This is an optimization exercise on Yosys and OpenROAD, whose aim is small area, not a production implementation. Only simulation tests tie the RTL to the original design; equivalence was not proved. No activity file was given, so power comes from the tool's default toggle rates.

run 1:
## cfg_top
module cfg_top #(
    parameter cfg_pkg::period_t CLEAR_PERIOD_RESET = 62500
) (
    input  logic                clk_pcie,
    input  logic                rst,
    input  logic                i_cmd_valid,
    output logic                o_cmd_ready,
    input  cfg_pkg::cmd_word_t  i_cmd_data,
    output logic                o_rsp_valid,
    input  logic                i_rsp_ready,
    output cfg_pkg::rsp_word_t  o_rsp_data,
    input  logic [15:0]         i_pcie_id,
    output logic                o_cfg_mgmt_rd_en,
    output logic                o_cfg_mgmt_wr_en,
    output cfg_pkg::dwaddr_t    o_cfg_mgmt_dwaddr,
    output cfg_pkg::dword_t     o_cfg_mgmt_di,
    output cfg_pkg::byte_en_t   o_cfg_mgmt_byte_en,
    output logic                o_cfg_mgmt_wr_readonly,
    output logic                o_cfg_mgmt_wr_rw1c_as_rw,
    input  cfg_pkg::dword_t     i_cfg_mgmt_do,
    input  logic                i_cfg_mgmt_rd_wr_done
);
Settings: LEC_CHECK=0, CAP_MARGIN=10, CORE_MARGIN=2, CORE_UTILIZATION=60, GPL_TIMING_DRIVEN=0, PLACE_DENSITY=0.75, SLEW_MARGIN=10, SYNTH_HIERARCHICAL=1; clock period 5.0 ns.
standard.sh (not shown) runs the stock make flow with config.mk's settings and CLKGATE_MAP_FILE= SYNTH_SCRIPT=/design/flow/synth_recipe.tcl, a recipe that flattens the netlist after the stock synthesis.
==> flow/flow/run.sh <==
#!/bin/bash
# Standard layout, with the smallest buffer on every input and output port and a clock
# tree of few large leaf buffers without dummy loads.
set -euo pipefail
export BUFFER_PORTS_ARGS="-buffer_cell sky130_fd_sc_hd__buf_1"
export CTS_ARGS="-sink_clustering_enable -repair_clock_nets -dont_use_dummy_load -sink_clustering_size 30 -sink_clustering_max_diameter 80 -buf_list sky130_fd_sc_hd__clkbuf_16"
bash standard.sh > standard_flow.log 2>&1
### run 1 -> run 2
- a deleted PLACE_DENSITY that had been 0.75
- a change of CAP_MARGIN from 10 to 5
- a change of SLEW_MARGIN from 10 to 5
- a change of CORE_UTILIZATION from 60 to 55
Notes after the runs:
- Of the two values seen for first element of the critical path, i_cmd_data[26] was produced by run 1 and i_rsp_ready by run 2.
- Run 2 -> run 1: net count after synthesis delta 0, exact match
- Summary — detailed placement HPWL, run 2 relative to run 1: higher, by 1800 um.
- Fraction of power consumed by sequential logic in run 2 is 0.5 points below run 1.
### run 2 -> run 3
- CORE_UTILIZATION changed from 55 to 60
- SLEW_MARGIN changed from 5 to 10
- PLACE_DENSITY newly set to 0.75
- CAP_MARGIN changed from 5 to 10
diff --git a/flow/flow/run.sh b/flow/flow/run.sh
--- a/flow/flow/run.sh
+++ b/flow/flow/run.sh
@@ -6 +6 @@
-export CTS_ARGS="-sink_clustering_enable -repair_clock_nets -dont_use_dummy_load -sink_clustering_size 30 -sink_clustering_max_diameter 80 -buf_list sky130_fd_sc_hd__clkbuf_16"
+export CTS_ARGS="-sink_clustering_enable -repair_clock_nets -dont_use_dummy_load -sink_clustering_size 30 -sink_clustering_max_diameter 80 -buf_list sky130_fd_sc_hd__clkbuf_16 -root_buf sky130_fd_sc_hd__clkbuf_4 -tree_buf sky130_fd_sc_hd__clkbuf_8"
==> comparison <==
Run 3 went all the way through the flow, and no timing, DRC or antenna check failed. Run 3 vs run 2, power after layout went down by 130 uW. On relative area of non-clock buffer cells in the final design, run 3 tracks run 2 almost exactly. Between run 2 and run 3, the flow reports global-route wire length before repair decreasing by a few percent. Run 3 against run 2; estimated wirelength of the detail-placed design is down by a few percent. After synthesis and placement, the instance count of run 3 is below that of run 2. Compared with run 2, run 3 shows a sequential share of layout area that is 0.38 points higher. Comparing run 3 and run 2, share of the clock period used by the worst path is lower on run 3. NOTE areal power density over the cells run 2->run 3 decreased slightly. Clock-buffer cell count was lower in the run labelled run 3.
The following lists how run 4 was set up differently from run 3:
==> flow/flow/run.sh <==
#!/bin/bash
# Standard layout, with the smallest buffer on every input and output port and a clock
# tree of few large leaf buffers without dummy loads.
set -euo pipefail
export BUFFER_PORTS_ARGS="-buffer_cell sky130_fd_sc_hd__buf_1"
export CTS_ARGS="-sink_clustering_enable -repair_clock_nets -dont_use_dummy_load -sink_clustering_size 30 -sink_clustering_max_diameter 80 -buf_list sky130_fd_sc_hd__clkbuf_16 -root_buf sky130_fd_sc_hd__clkbuf_2 -tree_buf sky130_fd_sc_hd__clkbuf_4"
bash standard.sh > standard_flow.log 2>&1
As far as sequential cell count goes, run 4 and run 3 are indistinguishable; the numbers are identical. Per the comparison of run 4 with run 3, transition time at the pin with the least slew margin dropped 0.13 ns; fmax climbed about 1.5%. Of the two values seen for cell at the slowest stage of the critical path, nor4_1 was produced by run 4 and nor3_1 by run 3.
Changes in run 5 relative to run 4:
- changing CORE_UTILIZATION from 60 to 55
- removing PLACE_DENSITY (formerly 0.75)
==> flow/flow/run.sh <==
#!/bin/bash
# Standard layout, with the smallest buffer on every input and output port and a clock
# tree of few large leaf buffers without dummy loads.
set -euo pipefail
export BUFFER_PORTS_ARGS="-buffer_cell sky130_fd_sc_hd__buf_1"
export CTS_ARGS="-sink_clustering_enable -repair_clock_nets -dont_use_dummy_load -sink_clustering_size 30 -sink_clustering_max_diameter 80 -buf_list sky130_fd_sc_hd__clkbuf_16"
bash standard.sh > standard_flow.log 2>&1
Findings:
Changes observed in run 5 relative to run 4: share of power burned in the clock network went up 1.4 points; minimum setup slack after placement went down 0.074 ns; worst-case reg-to-reg path depth held; instance area after placement went up 0.39%; fill cell total of the finished layout went up about 20%.
The inputs of run 6 differ from those of run 5 as listed below.
- CORE_UTILIZATION changed from 55 to 60
- PLACE_DENSITY newly set to 0.75
diff --git a/flow/flow/run.sh b/flow/flow/run.sh
--- a/flow/flow/run.sh
+++ b/flow/flow/run.sh
@@ -6 +6,2 @@
-export CTS_ARGS="-sink_clustering_enable -repair_clock_nets -dont_use_dummy_load -sink_clustering_size 30 -sink_clustering_max_diameter 80 -buf_list sky130_fd_sc_hd__clkbuf_16"
+export CTS_ARGS="-sink_clustering_enable -repair_clock_nets -dont_use_dummy_load -sink_clustering_size 30 -sink_clustering_max_diameter 80 -buf_list sky130_fd_sc_hd__clkbuf_16 -root_buf sky130_fd_sc_hd__clkbuf_4 -tree_buf sky130_fd_sc_hd__clkbuf_8"
+export PRE_GLOBAL_PLACE_TCL="$PWD/flow/pre_gpl.tcl"
==> flow/flow/pre_gpl.tcl (new file) <==
remove_buffers
Compared with run 5, run 6 shows a lower areal power density over the cells.
Looking at total power across run 5 and run 6, the one that comes out higher is run 5.
Hold slack ended up 0.0060 ns higher on run 6 than on run 5.
[compare] base=run 5 new=run 6: total non-filler cell area in the finished layout shows a reduction of 0.95%; synthesized cell count shows no meaningful change.
STATUS fmax: run 6 wins against run 5
The core of run 6 is more densely filled than that of run 5.
[run 6] final non-filler cell total fell 46 relative to run 5
Routed wire in run 6 totals less than in run 5.

port drivers added, routing unchanged:
The results above use ideal ports. As a check the final layouts listed here were re-extracted and re-timed, cells and wires unchanged.
Step 1 (the two cells are an assumption about what drives the block):
set clk [get_ports {clk_pcie}]
set_driving_cell -lib_cell sky130_fd_sc_hd__clkbuf_16 $clk
set_driving_cell -lib_cell sky130_fd_sc_hd__buf_2 [delete_from_list [all_inputs] $clk]
Step 2 moves the port delays by t, midway between the first and last clock arrival at a register: inputs arrive t later, outputs are due t later. That takes back most of the time a late clock gives input paths.
a / b / c = no drivers / after step 1 / after step 2; a / b = the first two.
run | t (ns) | slack for setup (ns) | worst setup path after step 2 | pins driven straight from the clock port
run 1 | 0.546 | 0.938 / 0.961 / 0.415 | input to register | 1
run 2 | 0.562 | 0.881 / 0.911 / 0.349 | input to register | 1
run 3 | 0.740 | 0.998 / 1.017 / 0.276 | input to register | 1
run 4 | 0.903 | 1.057 / 1.057 / 0.327 | input to register | 1
run 5 | 0.547 | 0.879 / 0.902 / 0.354 | input to register | 1
run 6 | 0.716 | 0.893 / 0.893 / 0.355 | input to register | 1
After both steps every run listed still meets setup and hold. For run 4, which loses most, drivers alone change the setup slack by 0.000 ns; drivers and shift together by -0.730 ns.
